From an optimization exercise on the open Yosys and OpenROAD flow, aimed at small area, a short achievable clock period and few clock cycles per item; shortcuts taken in it are not production practice. Function was checked by simulation only, so behaviour that the tests miss may differ from the original. Power figures rest on the tool's default switching activity, not on a simulated workload.

$ cat flow/run.sh
#!/bin/bash
# synth_recipe.tcl (not shown) runs the flow's synth.tcl, then flattens the netlist and writes it again
# the make line also repeats each setting of config.mk as NAME=value (left out here)
make -C /OpenROAD-flow-scripts/flow DESIGN_CONFIG=/design/flow/config.mk WORK_HOME=/design/flow/orfs CLKGATE_MAP_FILE= SYNTH_SCRIPT=/design/flow/synth_recipe.tcl finish
$ cat flow/config.mk
export PLATFORM = sky130hd
export DESIGN_NAME = script_lexer_byte_stream_core
export DESIGN_NICKNAME = script_lexer_byte_stream_core
export VERILOG_FILES = /design/flow/design.v
export SDC_FILE = /design/flow/constraint.sdc
export NUM_CORES = 4
export LEC_CHECK = 0
export CAP_MARGIN = 20
export CORE_MARGIN = 2
export CORE_UTILIZATION = 40
export SLEW_MARGIN = 20
$ cat flow/constraint.sdc
create_clock -name core_clock -period 9.0 [get_ports {clk}]
set_input_delay 1.8000 -clock core_clock [delete_from_list [all_inputs] [get_ports {clk}]]
set_output_delay 1.8000 -clock core_clock [all_outputs]
set_load 0.01 [all_outputs]
$ cat flow/design.v
package slx_pkg;
  localparam logic [62:0] VAL_MAX = {63{1'b1}};
  localparam logic [5:0] K_DOT    = 6'd7;
  localparam logic [5:0] K_MINUS  = 6'd8;
  localparam logic [5:0] K_DEC    = 6'd9;
  localparam logic [5:0] K_ARROW  = 6'd10;
  localparam logic [5:0] K_PLUS   = 6'd11;
  localparam logic [5:0] K_INC    = 6'd12;
  localparam logic [5:0] K_STAR   = 6'd14;
  localparam logic [5:0] K_SLASH  = 6'd26;
  localparam logic [5:0] K_STRING = 6'd27;
  localparam logic [5:0] K_INT    = 6'd28;
  localparam logic [5:0] K_FLOAT  = 6'd29;
  localparam logic [5:0] K_IDENT  = 6'd30;
  localparam logic [5:0] K_END    = 6'd31;
  localparam logic [5:0] K_ERROR  = 6'd32;
  localparam logic [2:0] E_NONE     = 3'd0;
  localparam logic [2:0] E_BAD_CHAR = 3'd1;
  localparam logic [2:0] E_STRING   = 3'd2;
  localparam logic [2:0] E_COMMENT  = 3'd3;
  localparam logic [2:0] E_OVERFLOW = 3'd4;
  localparam logic [7:0] CH_QUOTE = 8'h22;
  localparam logic [7:0] CH_NL    = 8'h0A;
  localparam logic [7:0] CH_DOT   = 8'h2E;
  localparam logic [7:0] CH_SLASH = 8'h2F;
  localparam logic [7:0] CH_STAR  = 8'h2A;
  localparam logic [7:0] CH_EQ    = 8'h3D;
  localparam logic [7:0] CH_USCORE = 8'h5F;
  localparam logic [7:0] CH_MINUS = 8'h2D;
  localparam logic [7:0] CH_PLUS  = 8'h2B;
  localparam logic [7:0] CH_GT    = 8'h3E;
  localparam logic [7:0] CH_LT    = 8'h3C;
  localparam logic [7:0] CH_BANG  = 8'h21;
  localparam logic [7:0] CH_SP    = 8'h20;
  localparam logic [7:0] CH_CR    = 8'h0D;
  localparam logic [7:0] CH_TAB   = 8'h09;
  typedef struct packed {
    logic [5:0]  kind;
    logic [15:0] start;
    logic [15:0] len;
    logic [15:0] line;
    logic [62:0] val;
    logic [2:0]  err;
    logic        last;
  } token_t;
  localparam int TOK_W = 121;
  localparam int GRP_W = 3 * TOK_W + 2;
  function automatic logic is_digit(input logic [7:0] c);
    is_digit = (c >= 8'h30) && (c <= 8'h39);
  endfunction
  function automatic logic is_alpha(input logic [7:0] c);
    is_alpha = ((c >= 8'h61) && (c <= 8'h7A)) || ((c >= 8'h41) && (c <= 8'h5A)) ||
               (c == CH_USCORE);
  endfunction
  function automatic logic [6:0] single_kind(input logic [7:0] c);
    case (c)
      8'h28:   single_kind = {1'b1, 6'd0};
      8'h29:   single_kind = {1'b1, 6'd1};
      8'h5B:   single_kind = {1'b1, 6'd2};
      8'h5D:   single_kind = {1'b1, 6'd3};
      8'h7B:   single_kind = {1'b1, 6'd4};
      8'h7D:   single_kind = {1'b1, 6'd5};
      8'h2C:   single_kind = {1'b1, 6'd6};
      CH_DOT:  single_kind = {1'b1, K_DOT};
      8'h3B:   single_kind = {1'b1, 6'd13};
      8'h3F:   single_kind = {1'b1, 6'd15};
      8'h7C:   single_kind = {1'b1, 6'd16};
      8'h3A:   single_kind = {1'b1, 6'd17};
      default: single_kind = 7'd0;
    endcase
  endfunction
  function automatic logic [5:0] cmp_base(input logic [7:0] c);
    if (c == CH_BANG) cmp_base = 6'd18;
    else if (c == CH_EQ) cmp_base = 6'd20;
    else if (c == CH_LT) cmp_base = 6'd22;
    else cmp_base = 6'd24;
  endfunction
  function automatic token_t mk_tok(input logic [5:0] kind, input logic [15:0] start,
                                    input logic [15:0] len, input logic [15:0] line,
                                    input logic [62:0] val, input logic [2:0] err);
    token_t t;
    t.kind  = kind;
    t.start = start;
    t.len   = len;
    t.line  = line;
    t.val   = val;
    t.err   = err;
    t.last  = 1'b0;
    mk_tok = t;
  endfunction
endpackage
module slx_fifo (
  input  logic            clk,
  input  logic            rst_n,
  input  logic            push,
  input  logic [slx_pkg::GRP_W-1:0] wdata,
  output logic            full,
  input  logic            pop,
  output logic            empty,
  output logic [slx_pkg::GRP_W-1:0] rdata
);
  logic [1:0][slx_pkg::GRP_W-1:0] mem_r;
  logic       wp_r, rp_r;
  logic [1:0] cnt_r;
  assign full  = (cnt_r == 2'd2);
  assign empty = (cnt_r == 2'd0);
  assign rdata = mem_r[rp_r];
  always_ff @(posedge clk) begin
    if (push) mem_r[wp_r] <= wdata;
  end
  always_ff @(posedge clk) begin
    if (!rst_n) begin
      wp_r  <= 1'b0;
      rp_r  <= 1'b0;
      cnt_r <= 2'd0;
    end else begin
      if (push) wp_r <= ~wp_r;
      if (pop) rp_r <= ~rp_r;
      cnt_r <= cnt_r + {1'b0, push} - {1'b0, pop};
    end
  end
endmodule
module slx_front #(
  parameter int OFFSET_BITS       = 16,
  parameter int MAX_COMMENT_DEPTH = 15
) (
  input  logic             clk,
  input  logic             rst_n,
  input  logic             in_valid,
  output logic             in_ready,
  input  logic [7:0]       in_ch,
  input  logic             in_end_of_source,
  input  logic             cfg_we,
  input  logic [15:0]      cfg_wdata,
  input  logic             q_full,
  output logic             q_push,
  output logic [slx_pkg::GRP_W-1:0] q_data
);
  localparam int OB = OFFSET_BITS;
  localparam int DW = $clog2(MAX_COMMENT_DEPTH + 1);
  localparam logic [DW-1:0] DMAX = DW'(MAX_COMMENT_DEPTH);
  localparam logic [3:0] M_IDLE = 4'd0, M_MINUS = 4'd1, M_PLUS = 4'd2, M_STAR = 4'd3,
                         M_CMP = 4'd4, M_SLASH = 4'd5, M_LINE_C = 4'd6, M_BLOCK = 4'd7,
                         M_BLOCK_STAR = 4'd8, M_BLOCK_SLASH = 4'd9, M_STRING = 4'd10,
                         M_INT = 4'd11, M_INT_DOT = 4'd12, M_FLOAT = 4'd13,
                         M_IDENT = 4'd14;
  logic [3:0]    mode_r, mode_nxt;
  logic [7:0]    pend_r, pend_nxt;
  logic [OB-1:0] tstart_r, tstart_nxt, pos_r, pos_nxt;
  logic [15:0]   line_r, line_nxt, first_r, len_r, len_nxt;
  logic [62:0]   acc_r, acc_nxt;
  logic          ovf_r, ovf_nxt;
  logic [DW-1:0] depth_r, depth_nxt;
  logic          fire, eos, consumed;
  logic [7:0]    c;
  logic [66:0]   prod;
  logic [15:0]   pos16, pos1_16, tst16, pm1_16;
  logic [OB-1:0] pos_inc;
  logic [6:0]    sk;
  localparam int TW = slx_pkg::TOK_W;
  logic [6*TW-1:0] slot;
  logic [5:0]    sv;
  logic [1:0]    cnt;
  logic [slx_pkg::GRP_W-1:0] grp;
  slx_pkg::token_t tend, g0, g1, g2;
  assign in_ready = !q_full;
  assign fire = in_valid && in_ready;
  assign c    = in_ch;
  assign eos  = in_end_of_source;
  assign prod = ({4'b0, acc_r} << 3) + ({4'b0, acc_r} << 1) + 67'(c - 8'h30);
  assign pos_inc = pos_r + OB'(1);
  assign pos16   = 16'(32'(pos_r));
  assign pos1_16 = 16'(32'(pos_inc));
  assign pm1_16  = 16'(32'(OB'(pos_r - OB'(1))));
  assign sk = slx_pkg::single_kind(c);
  function automatic logic [15:0] sat_inc(input logic [15:0] v);
    sat_inc = (v == 16'hFFFF) ? v : v + 16'd1;
  endfunction
  always_comb begin
    mode_nxt  = mode_r;
    pend_nxt  = pend_r;
    tstart_nxt = tstart_r;
    len_nxt   = len_r;
    line_nxt  = line_r;
    acc_nxt   = acc_r;
    ovf_nxt   = ovf_r;
    depth_nxt = depth_r;
    consumed  = 1'b0;
    sv        = '0;
    slot      = '0;
    tend      = '0;
    tst16     = 16'(32'(tstart_r));
    case (mode_r)
      M_MINUS: begin
        if (c == slx_pkg::CH_MINUS || c == slx_pkg::CH_GT) begin
          len_nxt = sat_inc(len_r);
          consumed = 1'b1;
          mode_nxt = M_IDLE;
          slot[0*TW +: TW] = slx_pkg::mk_tok((c == slx_pkg::CH_MINUS) ? slx_pkg::K_DEC :
                    slx_pkg::K_ARROW, tst16, len_nxt, line_r, '0, slx_pkg::E_NONE);
        end else begin
          slot[0*TW +: TW] = slx_pkg::mk_tok(slx_pkg::K_MINUS, tst16, len_r, line_r, '0,
                                    slx_pkg::E_NONE);
        end
        sv[0] = 1'b1;
      end
      M_PLUS, M_STAR, M_CMP: begin
        if ((mode_r == M_PLUS && c == slx_pkg::CH_PLUS) ||
            (mode_r == M_STAR && c == slx_pkg::CH_STAR) ||
            (mode_r == M_CMP && c == slx_pkg::CH_EQ)) begin
          len_nxt = sat_inc(len_r);
          consumed = 1'b1;
          mode_nxt = M_IDLE;
        end
        slot[0*TW +: TW] = slx_pkg::mk_tok(
          (mode_r == M_PLUS) ? (consumed ? slx_pkg::K_INC : slx_pkg::K_PLUS) :
          (mode_r == M_STAR) ? slx_pkg::K_STAR :
          slx_pkg::cmp_base(pend_r) + {5'd0, consumed},
          tst16, len_nxt, line_r, '0, slx_pkg::E_NONE);
        sv[0] = 1'b1;
      end
      M_SLASH: begin
        if (c == slx_pkg::CH_SLASH) begin
          len_nxt = sat_inc(len_r);
          consumed = 1'b1;
          mode_nxt = M_LINE_C;
        end else if (c == slx_pkg::CH_STAR) begin
          len_nxt = sat_inc(len_r);
          consumed = 1'b1;
          mode_nxt = M_BLOCK;
          depth_nxt = DW'(1);
        end else begin
          slot[0*TW +: TW] = slx_pkg::mk_tok(slx_pkg::K_SLASH, tst16, len_r, line_r, '0,
                                    slx_pkg::E_NONE);
          sv[0] = 1'b1;
        end
      end
      M_LINE_C: begin
        consumed = 1'b1;
        if (c == slx_pkg::CH_NL) begin
          line_nxt = line_r + 16'd1;
          mode_nxt = M_IDLE;
        end
      end
      M_BLOCK, M_BLOCK_STAR, M_BLOCK_SLASH: begin
        consumed = 1'b1;
        len_nxt = sat_inc(len_r);
        if (mode_r == M_BLOCK_STAR && c == slx_pkg::CH_SLASH) begin
          depth_nxt = (depth_r != '0) ? depth_r - DW'(1) : depth_r;
          mode_nxt  = (depth_nxt == '0) ? M_IDLE : M_BLOCK;
        end else if (mode_r == M_BLOCK_SLASH && c == slx_pkg::CH_STAR) begin
          depth_nxt = (depth_r < DMAX) ? depth_r + DW'(1) : depth_r;
          mode_nxt  = M_BLOCK;
        end else if (c == slx_pkg::CH_NL) begin
          line_nxt = line_r + 16'd1;
          mode_nxt = M_BLOCK;
        end else if (c == slx_pkg::CH_STAR) begin
          mode_nxt = M_BLOCK_STAR;
        end else if (c == slx_pkg::CH_SLASH) begin
          mode_nxt = M_BLOCK_SLASH;
        end else begin
          mode_nxt = M_BLOCK;
        end
      end
      M_STRING: begin
        consumed = 1'b1;
        len_nxt = sat_inc(len_r);
        if (c == slx_pkg::CH_QUOTE) begin
          slot[0*TW +: TW] = slx_pkg::mk_tok(slx_pkg::K_STRING, tst16, len_nxt, line_r, '0,
                                    slx_pkg::E_NONE);
          sv[0] = 1'b1;
          mode_nxt = M_IDLE;
        end else if (c == slx_pkg::CH_NL) begin
          line_nxt = line_r + 16'd1;
        end
      end
      M_INT, M_INT_DOT: begin
        if (slx_pkg::is_digit(c)) begin
          consumed = 1'b1;
          len_nxt = sat_inc(len_r);
          if (mode_r == M_INT_DOT) begin
            len_nxt = sat_inc(len_nxt);
            mode_nxt = M_FLOAT;
          end else if (!ovf_r) begin
            if (prod > {4'b0, slx_pkg::VAL_MAX}) begin
              ovf_nxt = 1'b1;
              acc_nxt = slx_pkg::VAL_MAX;
            end else begin
              acc_nxt = prod[62:0];
            end
          end
        end else if (mode_r == M_INT && c == slx_pkg::CH_DOT) begin
          consumed = 1'b1;
          mode_nxt = M_INT_DOT;
        end else begin
          slot[0*TW +: TW] = ovf_r ?
            slx_pkg::mk_tok(slx_pkg::K_ERROR, tst16, len_r, line_r, slx_pkg::VAL_MAX,
                            slx_pkg::E_OVERFLOW) :
            slx_pkg::mk_tok(slx_pkg::K_INT, tst16, len_r, line_r, acc_r, slx_pkg::E_NONE);
          sv[0] = 1'b1;
          if (mode_r == M_INT_DOT) begin
            slot[1*TW +: TW] = slx_pkg::mk_tok(slx_pkg::K_DOT, pm1_16, 16'd1, line_r, '0,
                                      slx_pkg::E_NONE);
            sv[1] = 1'b1;
          end
        end
      end
      M_FLOAT, M_IDENT: begin
        if (slx_pkg::is_digit(c) || (mode_r == M_IDENT && slx_pkg::is_alpha(c))) begin
          consumed = 1'b1;
          len_nxt = sat_inc(len_r);
        end else begin
          slot[0*TW +: TW] = slx_pkg::mk_tok((mode_r == M_FLOAT) ? slx_pkg::K_FLOAT :
                    slx_pkg::K_IDENT, tst16, len_r, line_r, '0, slx_pkg::E_NONE);
          sv[0] = 1'b1;
        end
      end
      default: consumed = 1'b0;
    endcase
    if (!consumed) begin
      mode_nxt = M_IDLE;
      if (sk[6]) begin
        slot[2*TW +: TW] = slx_pkg::mk_tok(sk[5:0], pos16, 16'd1, line_nxt, '0, slx_pkg::E_NONE);
        sv[2] = 1'b1;
      end else begin
        case (c)
          slx_pkg::CH_MINUS: mode_nxt = M_MINUS;
          slx_pkg::CH_PLUS:  mode_nxt = M_PLUS;
          slx_pkg::CH_STAR:  mode_nxt = M_STAR;
          slx_pkg::CH_BANG, slx_pkg::CH_EQ, slx_pkg::CH_LT, slx_pkg::CH_GT: begin
            mode_nxt = M_CMP;
            pend_nxt = c;
          end
          slx_pkg::CH_SLASH: mode_nxt = M_SLASH;
          slx_pkg::CH_SP, slx_pkg::CH_CR, slx_pkg::CH_TAB: mode_nxt = M_IDLE;
          slx_pkg::CH_NL:    line_nxt = line_r + 16'd1;
          slx_pkg::CH_QUOTE: mode_nxt = M_STRING;
          default: begin
            if (slx_pkg::is_digit(c)) begin
              mode_nxt = M_INT;
              acc_nxt = 63'(c - 8'h30);
              ovf_nxt = 1'b0;
            end else if (slx_pkg::is_alpha(c)) begin
              mode_nxt = M_IDENT;
            end else begin
              slot[2*TW +: TW] = slx_pkg::mk_tok(slx_pkg::K_ERROR, pos16, 16'd1, line_nxt, '0,
                                        slx_pkg::E_BAD_CHAR);
              sv[2] = 1'b1;
            end
          end
        endcase
        if (mode_nxt != M_IDLE) begin
          tstart_nxt = pos_r;
          len_nxt = 16'd1;
        end
      end
    end
    if (eos) begin
      tst16 = 16'(32'(tstart_nxt));
      case (mode_nxt)
        M_MINUS: slot[3*TW +: TW] = slx_pkg::mk_tok(slx_pkg::K_MINUS, tst16, len_nxt, line_nxt,
                                           '0, slx_pkg::E_NONE);
        M_PLUS:  slot[3*TW +: TW] = slx_pkg::mk_tok(slx_pkg::K_PLUS, tst16, len_nxt, line_nxt,
                                           '0, slx_pkg::E_NONE);
        M_STAR:  slot[3*TW +: TW] = slx_pkg::mk_tok(slx_pkg::K_STAR, tst16, len_nxt, line_nxt,
                                           '0, slx_pkg::E_NONE);
        M_CMP:   slot[3*TW +: TW] = slx_pkg::mk_tok(slx_pkg::cmp_base(pend_nxt), tst16, len_nxt,
                                           line_nxt, '0, slx_pkg::E_NONE);
        M_SLASH: slot[3*TW +: TW] = slx_pkg::mk_tok(slx_pkg::K_SLASH, tst16, len_nxt, line_nxt,
                                           '0, slx_pkg::E_NONE);
        M_BLOCK, M_BLOCK_STAR, M_BLOCK_SLASH:
          slot[3*TW +: TW] = slx_pkg::mk_tok(slx_pkg::K_ERROR, tst16, len_nxt, line_nxt, '0,
                                    slx_pkg::E_COMMENT);
        M_STRING: slot[3*TW +: TW] = slx_pkg::mk_tok(slx_pkg::K_ERROR, tst16, len_nxt, line_nxt,
                                            '0, slx_pkg::E_STRING);
        M_INT, M_INT_DOT: slot[3*TW +: TW] = ovf_nxt ?
          slx_pkg::mk_tok(slx_pkg::K_ERROR, tst16, len_nxt, line_nxt, slx_pkg::VAL_MAX,
                          slx_pkg::E_OVERFLOW) :
          slx_pkg::mk_tok(slx_pkg::K_INT, tst16, len_nxt, line_nxt, acc_nxt,
                          slx_pkg::E_NONE);
        M_FLOAT: slot[3*TW +: TW] = slx_pkg::mk_tok(slx_pkg::K_FLOAT, tst16, len_nxt, line_nxt,
                                           '0, slx_pkg::E_NONE);
        M_IDENT: slot[3*TW +: TW] = slx_pkg::mk_tok(slx_pkg::K_IDENT, tst16, len_nxt, line_nxt,
                                           '0, slx_pkg::E_NONE);
        default: slot[3*TW +: TW] = '0;
      endcase
      sv[3] = (mode_nxt != M_IDLE) && (mode_nxt != M_LINE_C);
      if (mode_nxt == M_INT_DOT) begin
        slot[4*TW +: TW] = slx_pkg::mk_tok(slx_pkg::K_DOT, pos16, 16'd1, line_nxt, '0,
                                  slx_pkg::E_NONE);
        sv[4] = 1'b1;
      end
      tend = slx_pkg::mk_tok(slx_pkg::K_END, pos1_16, 16'd0, line_nxt, '0,
                             slx_pkg::E_NONE);
      tend.last = 1'b1;
      slot[5*TW +: TW] = tend;
      sv[5] = 1'b1;
    end
    g0 = '0;
    g1 = '0;
    g2 = '0;
    cnt = 2'd0;
    for (int i = 0; i < 6; i++) begin
      if (sv[i] && cnt != 2'd3) begin
        case (cnt)
          2'd0:    g0 = slot[i*TW +: TW];
          2'd1:    g1 = slot[i*TW +: TW];
          default: g2 = slot[i*TW +: TW];
        endcase
        cnt = cnt + 2'd1;
      end
    end
    if (eos && $countones(sv[4:0]) >= 3) g2.last = 1'b1;
    grp = {g2, g1, g0, cnt};
  end
  assign q_push = fire && (cnt != 2'd0);
  assign q_data = grp;
  always_ff @(posedge clk) begin
    if (!rst_n) begin
      mode_r   <= M_IDLE;
      pend_r   <= '0;
      tstart_r <= '0;
      pos_r    <= '0;
      first_r  <= 16'd1;
      line_r   <= 16'd1;
      acc_r    <= '0;
      ovf_r    <= 1'b0;
      depth_r  <= '0;
      len_r    <= '0;
    end else if (cfg_we) begin
      first_r <= cfg_wdata;
      line_r  <= cfg_wdata;
    end else if (fire) begin
      if (eos) begin
        mode_r   <= M_IDLE;
        pend_r   <= '0;
        tstart_r <= '0;
        pos_r    <= '0;
        line_r   <= first_r;
        acc_r    <= '0;
        ovf_r    <= 1'b0;
        depth_r  <= '0;
        len_r    <= '0;
      end else begin
        mode_r   <= mode_nxt;
        pend_r   <= pend_nxt;
        tstart_r <= tstart_nxt;
        pos_r    <= pos_inc;
        line_r   <= line_nxt;
        acc_r    <= acc_nxt;
        ovf_r    <= ovf_nxt;
        depth_r  <= depth_nxt;
        len_r    <= len_nxt;
      end
    end
  end
endmodule
module slx_back (
  input  logic            clk,
  input  logic            rst_n,
  input  logic            q_empty,
  input  logic [slx_pkg::GRP_W-1:0] q_data,
  output logic            q_pop,
  output logic            out_valid,
  input  logic            out_ready,
  output logic [5:0]      out_kind,
  output logic [15:0]     out_start_offset,
  output logic [15:0]     out_length,
  output logic [15:0]     out_line,
  output logic [62:0]     out_int_value,
  output logic [2:0]      out_error_code,
  output logic            out_last
);
  logic [slx_pkg::GRP_W-1:0] grp_r;
  logic            gvalid_r;
  logic [1:0]      idx_r;
  logic            fire, at_end;
  slx_pkg::token_t t;
  always_comb begin
    case (idx_r)
      2'd0:    t = grp_r[122:2];
      2'd1:    t = grp_r[243:123];
      default: t = grp_r[364:244];
    endcase
  end
  assign fire   = out_valid && out_ready;
  assign at_end = (idx_r == grp_r[1:0] - 2'd1);
  assign q_pop  = !q_empty && (!gvalid_r || (fire && at_end));
  assign out_valid        = gvalid_r;
  assign out_kind         = t.kind;
  assign out_start_offset = t.start;
  assign out_length       = t.len;
  assign out_line         = t.line;
  assign out_int_value    = t.val;
  assign out_error_code   = t.err;
  assign out_last         = t.last;
  always_ff @(posedge clk) begin
    if (q_pop) grp_r <= q_data;
  end
  always_ff @(posedge clk) begin
    if (!rst_n) begin
      gvalid_r <= 1'b0;
      idx_r    <= 2'd0;
    end else if (q_pop) begin
      gvalid_r <= 1'b1;
      idx_r    <= 2'd0;
    end else if (fire) begin
      if (at_end) gvalid_r <= 1'b0;
      else idx_r <= idx_r + 2'd1;
    end
  end
endmodule
module script_lexer_byte_stream_core #(
  parameter int OFFSET_BITS       = 16,
  parameter int MAX_COMMENT_DEPTH = 15
) (
  input  logic        clk,
  input  logic        rst_n,
  input  logic        in_valid,
  output logic        in_ready,
  input  logic [7:0]  in_ch,
  input  logic        in_end_of_source,
  output logic        out_valid,
  input  logic        out_ready,
  output logic [5:0]  out_kind,
  output logic [15:0] out_start_offset,
  output logic [15:0] out_length,
  output logic [15:0] out_line,
  output logic [62:0] out_int_value,
  output logic [2:0]  out_error_code,
  output logic        out_last,
  input  logic        cfg_we,
  input  logic [15:0] cfg_wdata
);
  logic            q_push, q_full, q_pop, q_empty;
  logic [slx_pkg::GRP_W-1:0] q_wdata, q_rdata;
  slx_front #(.OFFSET_BITS(OFFSET_BITS), .MAX_COMMENT_DEPTH(MAX_COMMENT_DEPTH)) u_front (
    .clk(clk), .rst_n(rst_n), .in_valid(in_valid), .in_ready(in_ready), .in_ch(in_ch),
    .in_end_of_source(in_end_of_source), .cfg_we(cfg_we), .cfg_wdata(cfg_wdata),
    .q_full(q_full), .q_push(q_push), .q_data(q_wdata));
  slx_fifo u_fifo (
    .clk(clk), .rst_n(rst_n), .push(q_push), .wdata(q_wdata), .full(q_full),
    .pop(q_pop), .empty(q_empty), .rdata(q_rdata));
  slx_back u_back (
    .clk(clk), .rst_n(rst_n), .q_empty(q_empty), .q_data(q_rdata), .q_pop(q_pop),
    .out_valid(out_valid), .out_ready(out_ready), .out_kind(out_kind),
    .out_start_offset(out_start_offset), .out_length(out_length), .out_line(out_line),
    .out_int_value(out_int_value), .out_error_code(out_error_code), .out_last(out_last));
endmodule
==> flow_metrics.tcl <==
set metrics [dict create \
    first_global_vias 43200 \
    worst_pin_slew_ns 1.25 \
    max_freq_ghz 0.117 \
    irDropWorstVdd_mv 0.239 \
    core_area_mm2 0.154 \
    critPathMostFrequentCell "nand2_1" \
    place_area_mm2 0.0671 \
    grt_max_degree 156 \
    slowest_stage "clkdlybuf4s50_1" \
    top_layer_used "met4" \
    cp_num_buf_inv 7 \
    synth-seq-cells 1262 \
    layout-drive-gt1-share_pct 16.5 \
    wl_met3_um 13700 \
    arrival_ns 9.10 \
    syn_nets 5529 \
    end_kind "flop" \
    routed_wl_um 186000 \
    fin_nets 5669 \
    post-cts-setup-buffers 0 \
    avgSynthCellArea_um2 11.6 \
    vias_per_cell 5.84 \
    htree_levels 4 \
    cts_tree "built" \
    synth_edf_count 1095 \
    clock_latency_ns 0.79 \
    synth_cells 5335 \
    synthArstFlopShare_pct 0 \
    seq_area_frac_synth_pct 58.6 \
    fp.dieW_um 397 \
    numCtsBuffers 136 \
    wl_per_cell_um 24.3 \
    drt_iter0_drc 4582 \
    areaGrowthSynthToFinish_pct 15.6 \
    antenna_left 0 \
    remaining_drc_errors 0 \
    rsz0062_at_grt "no" \
    die_y_um 397 \
    wl_met2_um 82000 \
    yosys-top-cells-area "edfxtp_1, mux2_2, dfxtp_1" \
    crit_path_max_fanout 33 \
    fin_crit_ns 8.56 \
    dr.pass1.iters 6 \
    status "no timing/DRC/antenna violations" \
    top_level_ports 153 \
    grt_first_pass_wirelength_um 278000 \
    antennaDiodeCount 0 \
    crit_path_start_kind "input pin" \
    dp_hpwl_um 124000 \
    finClkSkew_ns 0.0382 \
    path_delay_family "simple AND/OR/NAND/NOR gates" \
    rows 144 \
    required_ns 9.54 \
    setup_viol 0 \
    cts_hold_buf 0 \
    maxSlewViolCount 0 \
    fp.dieArea_mm2 0.158 \
    cap_violations 0 \
    hold_violations 0 \
    yosys.area.top_type "edfxtp_1" \
    synth.top_cell.area_share_pct 53.2 \
    port_buffers 152 \
    slew_headroom_pct 16.4 \
    m1WireLength_um 85500 \
    crit_type "in -> reg" \
    post_cts_resized 0 \
    num_vias 44600 \
    pwr_density_cell_mw_per_mm2 261 \
    p_total_w 0.0186 \
    fillers 13800 \
    cts_sinks 1262 \
    ys_warn_count 3 \
    grtUsageTotal_pct 23.1 \
    overflow 0 \
    ys_types 84 \
    synth_area_mm2 0.0618 \
    final_cell_area_mm2 0.0714 \
    initial_core_util_pct 40.2 \
    synth-main-ff-cell "edfxtp_1" \
    antenna_found_initial 2 \
    holdCritPathClass "reg -> reg" \
    gp_congestion 0.985 \
    clock_path_buffers 3 \
    max_stage_delay_ns 0.63 \
    clockRootBuffer "clkbuf_16" \
    clk_pin_slew_ns 0.06 \
    p_leak_nw 24.8 \
    finalCritPeriodShare_pct 95.1 \
]
-- layout by cell type (no fill, tap or decap), types with 41 or more instances in the layout --
cell / n
nand3_1: 80
nor2_1: 502
buf_12: 51
o22ai_1: 42
nand2b_1: 42
xor2_1: 41
edfxtp_1: 1095
nor3_1: 75
clkbuf_16: 141
nand4_1: 41
inv_1: 76
a221oi_1: 59
o21ai_0: 321
fa_1: 66
a22oi_1: 184
clkdlybuf4s50_1: 151
o221a_2: 47
buf_4: 173
a21oi_1: 286
xnor2_1: 63
mux2_2: 374
nand2_1: 681
dfxtp_1: 166
ha_1: 87
-- metrics by stage --
step | cells | util [%] | hold slack (ns) | setup slack [ns] | setup TNS, ns
after detailed placement | 7381 | 43.6 | 0.445 | -0.241 | -25.57
after global placement | 7381 | 43.6 | 0.443 | -0.370 | -50.56
final | 7627 | 46.5 | 0.457 | 0.442 | 0
after floorplan | 5335 | - | 0.430 | -3.88 | -3812.71
after global routing | 7627 | 46.5 | 0.493 | 0.162 | 0
after CTS | 7627 | 46.5 | 0.457 | 0.560 | 0
-- synth_stat cells (25+ instances only) --
library cell,count
fa_1,66
nand4_1,41
mux2i_1,32
a211oi_1,39
edfxtp_1,1095
nand2_1,685
a31oi_1,36
ha_1,98
xor2_1,41
inv_1,79
a22oi_1,184
nand3_1,81
nor3_1,81
o31ai_1,28
o22ai_1,42
a221oi_1,59
mux2_2,374
a21oi_1,287
nor2_1,511
o21ai_0,321
dfxtp_1,167
o21a_1,28
and2_1,33
o221a_2,47
xnor2_1,64
clkbuf_1,334
or3_1,25
nand2b_1,43
and3_1,26
o211ai_1,35
-- path summary, 6_finish.rpt --
check	from	endpoint	slack (ns)	cells past startpoint
worst max register to register	u_front.mode_r[2]$_SDFFE_PN0P_	flop	1.61	30
worst min-delay path	u_front.first_r[0]$_SDFFE_PN1P_	u_front.first_r[0]$_SDFFE_PN1P_	0.46	2
worst min register to register	u_front.first_r[0]$_SDFFE_PN1P_	u_front.first_r[0]$_SDFFE_PN1P_	0.46	2
worst max-delay path	in_ch[4]	flop	0.44	31
-- report_power, final --
group	switching [W]	internal (W)	total, W	leakage [nW]
combinational	0.00280	0.00191	0.00470	10.9
clock	0.00237	0.00311	0.00548	2.10
sequential	0.000345	0.00809	0.00843	11.8
total	0.00551	0.0131	0.0186	24.8
-- kinds of logic (layout without fill, tap and decap cells) --
kind of cell               after synthesis  in the layout  share of synthesized area [%]
xor gates and xnor gates               105            105                           1.49
buffers and inverters                  455            703                           2.82
DFF                                   1262           1262                           58.6
AOI/OAI and AO/OA                     1301           1301                           13.9
and+or+nand+nor                       1640           1640                           11.6
adders and majority gates              164            164                           4.12
muxes                                  408            408                           7.38
-- cell type report --
class	instances	area (µm²)	share of cell area, %
Sequential cell	1262	36200	50.7
Timing Repair Buffer	376	3840	5.37
Clock buffer	171	3690	5.17
Inverter	81	310	0.434
Multi-Input combinational cell	3618	24100	33.8
Clock inverter	75	666	0.932
Tap cell	2044	2560	3.58
-- routing by layer --
layer / global-route usage, % / vias up
met5: 0 / -
met4: 6.52 / 0
met3: 4.33 / 272
met2: 34.9 / 1720
met1: 33.8 / 22300
li1: - / 20300
-- worst register-to-register path, delay by kind of cell (launching register included) --
family                     cells  cell delay, ns
buffers and inverters          5            0.72
xor gates and xnor gates       1            0.31
adders and majority gates      5            1.28
DFF                            1            0.53
AOI/OAI and AO/OA              3            0.85
and+or+nand+nor               15            3.13
muxes                          1            0.34
Testbench counts, summed over its fixed seeds: cycles 21,556, bytes 21,524.

[separate check: timing with driven ports]
Ports are ideal in the flow. The routed layout listed here was re-timed in OpenROAD.
Step 1, drivers: a clkbuf_16 drives clk and a buf_2 each remaining input, both assumed.
Step 2 adds t to the input delays and takes it off the output delays; t is the mean of the earliest and latest rising clock arrival at the registers after step 1. Input paths then give back, and output paths get back, about the clock's delay inside the block.
Three values: no drivers, after step 1, after step 2; two values: the first two.
shift t [ns]: 0.855
setup WS [ns]: 0.442 / 0.496 / -0.359
slew at the worst register clock pin (ns): 0.07 / 0.07
Met with ideal ports but missed after step 2: setup timing in this run. For this run, drivers alone change the setup slack by +0.054 ns; drivers and shift together by -0.801 ns.
